This is an optimization exercise on Yosys and OpenROAD, whose aim is small area, a short achievable clock period and few clock cycles per item, not a production implementation. Function was checked by simulation only, so behaviour that the tests miss may differ from the original. Power and IR drop assume default switching activity.

Setup of ember:
==> flow/design.v (excerpt) <==
module icache_top #(
	parameter int OFFSET_W = icache_pkg::OFFSET_W,
	parameter int INDEX_W  = icache_pkg::INDEX_W,
	parameter int TAG_W    = icache_pkg::ADDR_W - INDEX_W - OFFSET_W
) (
	input  logic                  clock_i,
	input  logic                  rst_n_i,
	input  logic                  fetch_i,
	input  icache_pkg::addr_t     fetch_addr_i,
	input  logic                  flush_i,
	output logic                  instr_valid_o,
	output icache_pkg::word_t     instr_o,
	output icache_pkg::addr_t     instr_addr_o,
	output logic                  miss_o,
	output logic                  mem_req_o,
	output icache_pkg::addr_t     mem_line_addr_o,
	input  logic                  mem_rvalid_i,
	input  icache_pkg::word_t     mem_rdata_i
);
==> flow/config.mk <==
export PLATFORM = sky130hd
export DESIGN_NAME = icache_top
export DESIGN_NICKNAME = icache_top
export VERILOG_FILES = /design/flow/design.v
export SDC_FILE = /design/flow/constraint.sdc
export NUM_CORES = 4
export LEC_CHECK = 0
export CAP_MARGIN = 20
export CORE_MARGIN = 2
export CORE_UTILIZATION = 60
export SETUP_SLACK_MARGIN = 1.9
export SLEW_MARGIN = 20
export SYNTH_HIERARCHICAL = 1
export SYNTH_MINIMUM_KEEP_SIZE = 0
==> flow/constraint.sdc <==
create_clock -name core_clock -period 4.0 [get_ports {clock_i}]
set_input_delay 0.8000 -clock core_clock [delete_from_list [all_inputs] [get_ports {clock_i}]]
set_output_delay 0.8000 -clock core_clock [all_outputs]
set_load 0.01 [all_outputs]
standard.sh (not shown) runs the stock make flow with config.mk's settings and CLKGATE_MAP_FILE= SYNTH_SCRIPT=/design/flow/synth_recipe.tcl, a recipe that flattens the netlist after the stock synthesis.
==> flow/flow/run.sh <==
#!/bin/bash
# own flow: the standard layout, with port buffers of a plain buffer cell
set -o pipefail
cp standard.sh standard.sh.txt 2>/dev/null
cp config.mk config.mk.txt
export BUFFER_PORTS_ARGS="-buffer_cell sky130_fd_sc_hd__buf_1"
export ADDER_MAP_FILE=
bash standard.sh > standard.log 2>&1
Testbench counts of ember, summed over its fixed seeds: cycles 71,895, items 32,000.
Changes in xenon relative to ember:
# ember
export LEC_CHECK = 0
export CAP_MARGIN = 20
export CORE_MARGIN = 2
export CORE_UTILIZATION = 60
export SETUP_SLACK_MARGIN = 1.9
export SLEW_MARGIN = 20
export SYNTH_HIERARCHICAL = 1
export SYNTH_MINIMUM_KEEP_SIZE = 0
create_clock -name core_clock -period 4.0 [get_ports {clock_i}]
# xenon
export LEC_CHECK = 0
export CAP_MARGIN = 20
export CORE_MARGIN = 2
export CORE_UTILIZATION = 60
export SETUP_SLACK_MARGIN = 1.8
export SLEW_MARGIN = 20
export SYNTH_HIERARCHICAL = 1
export SYNTH_MINIMUM_KEEP_SIZE = 0
create_clock -name core_clock -period 4.0 [get_ports {clock_i}]
==> run notes <==
- ember and xenon all finish clean.
- Number of filler cells placed in the layout was lower in the run labelled xenon.
- Power density over cell area, ember and xenon: smaller value in xenon
- [compare] base=ember new=xenon: non-filler instance count after layout stayed essentially flat; clock group share of total power fell 2.1 points; setup slack of the critical path after layout decreased 75 ps; total routed wirelength now sits higher.
- For the post-place setup slack, xenon came in 170 ps lower than ember did.
- The clock network area share of xenon falls short of that of ember by 0.49 points.
- met2 routing resource usage after global routing in xenon is 4.2 points higher than in ember
- xenon vs ember on routing usage on met1: xenon is the lower one.
> inputs changed (xenon -> onyx)
# xenon
export LEC_CHECK = 0
export CAP_MARGIN = 20
export CORE_MARGIN = 2
export CORE_UTILIZATION = 60
export SETUP_SLACK_MARGIN = 1.8
export SLEW_MARGIN = 20
export SYNTH_HIERARCHICAL = 1
export SYNTH_MINIMUM_KEEP_SIZE = 0
create_clock -name core_clock -period 4.0 [get_ports {clock_i}]
# onyx
export LEC_CHECK = 0
export CAP_MARGIN = 20
export CORE_MARGIN = 2
export CORE_UTILIZATION = 70
export SETUP_SLACK_MARGIN = 1.9
export SLEW_MARGIN = 20
export SYNTH_HIERARCHICAL = 1
export SYNTH_MINIMUM_KEEP_SIZE = 0
create_clock -name core_clock -period 4.0 [get_ports {clock_i}]
### Flow results
| setup slack | lower: xenon |
Comparing onyx with xenon, the sequential power came out essentially unchanged.
onyx against xenon: met2 usage now sits lower, power now sits higher.
Of the two values seen for source of the critical timing path, flush_i was produced by onyx and mem_rvalid_i by xenon.
On area growth from synthesis to layout: onyx sits below xenon.
> inputs changed (onyx -> yarrow)
# onyx
export LEC_CHECK = 0
export CAP_MARGIN = 20
export CORE_MARGIN = 2
export CORE_UTILIZATION = 70
export SETUP_SLACK_MARGIN = 1.9
export SLEW_MARGIN = 20
export SYNTH_HIERARCHICAL = 1
export SYNTH_MINIMUM_KEEP_SIZE = 0
create_clock -name core_clock -period 4.0 [get_ports {clock_i}]
# yarrow
export LEC_CHECK = 0
export CAP_MARGIN = 20
export CORE_MARGIN = 2
export CORE_UTILIZATION = 60
export SETUP_SLACK_MARGIN = 2.0
export SLEW_MARGIN = 20
export SYNTH_HIERARCHICAL = 1
export SYNTH_MINIMUM_KEEP_SIZE = 0
create_clock -name core_clock -period 4.0 [get_ports {clock_i}]
Findings:
Against onyx as the reference, yarrow delivers a lower minimum clock period after layout. Going from onyx to yarrow, total power increased by 0.033 mW relative to the old numbers, core utilization has decreased. Summary of yarrow over onyx: worst hold slack across all endpoints now larger, number of max-cap violations has remained practically unchanged. Compared with onyx, yarrow shows post-CTS setup-driven buffer insertion count higher by 7. Taking onyx as the reference point, the least setup slack across all paths after layout of yarrow rises by 73 ps.
The inputs of zinc differ from those of yarrow as listed below.
# yarrow
export LEC_CHECK = 0
export CAP_MARGIN = 20
export CORE_MARGIN = 2
export CORE_UTILIZATION = 60
export SETUP_SLACK_MARGIN = 2.0
export SLEW_MARGIN = 20
export SYNTH_HIERARCHICAL = 1
export SYNTH_MINIMUM_KEEP_SIZE = 0
create_clock -name core_clock -period 4.0 [get_ports {clock_i}]
# zinc
export LEC_CHECK = 0
export CAP_MARGIN = 20
export CORE_MARGIN = 2
export CORE_UTILIZATION = 50
export SETUP_SLACK_MARGIN = 1.9
export SLEW_MARGIN = 20
export SYNTH_HIERARCHICAL = 1
export SYNTH_MINIMUM_KEEP_SIZE = 0
create_clock -name core_clock -period 4.0 [get_ports {clock_i}]
- yarrow → zinc: core footprint went up by 20%; synthesis-to-finish area growth went down by 3.1 points.
- [zinc] maximum operating frequency fell about 2.7% relative to yarrow
- After detailed routing, yarrow needs more wire than zinc.
- From zinc to yarrow, sequential cell count did not move at all.
- Looking only at number of standard cells in the final layout excluding fillers, and setting everything else aside, the higher value of zinc and yarrow goes to yarrow.
- zinc reached the final stage; the timing, design-rule and antenna checks on its layout passed.

## what the ideal ports hide
No port has a modelled driver above. Below, the same layouts with a new extraction and two added sets of constraints. Step 1 assumes that a clkbuf_16 drives the clock port and a buf_2 every other input. Step 2 also shifts input and output timing later by t, the mid clock arrival at the registers, as if the neighbouring blocks saw the same clock. a / b / c = ideal / step 1 / step 2; a / b = the first two.
| run | t, ns | slack for setup (ns) | worst setup path after step 2 | worst slew at a driven data input, ns | pins driven straight from the clock port |
|---|---|---|---|---|---|
| ember | 0.335 | 1.959 / 1.921 / 1.663 | input to register | 0.07 | 1 |
| xenon | 0.344 | 1.884 / 1.859 / 1.662 | input to register | 0.07 | 1 |
| onyx | 0.348 | 1.893 / 1.903 / 1.556 | input to register | 0.10 | 1 |
| yarrow | 0.335 | 1.965 / 1.941 / 1.617 | input to register | 0.12 | 1 |
| zinc | 0.334 | 1.908 / 1.876 / 1.602 | input to register | 0.07 | 1 |
After both steps setup and hold are still met in every run listed. The setup slack of yarrow, which loses most, moves by -0.024 ns with the drivers and by -0.348 ns with both steps.
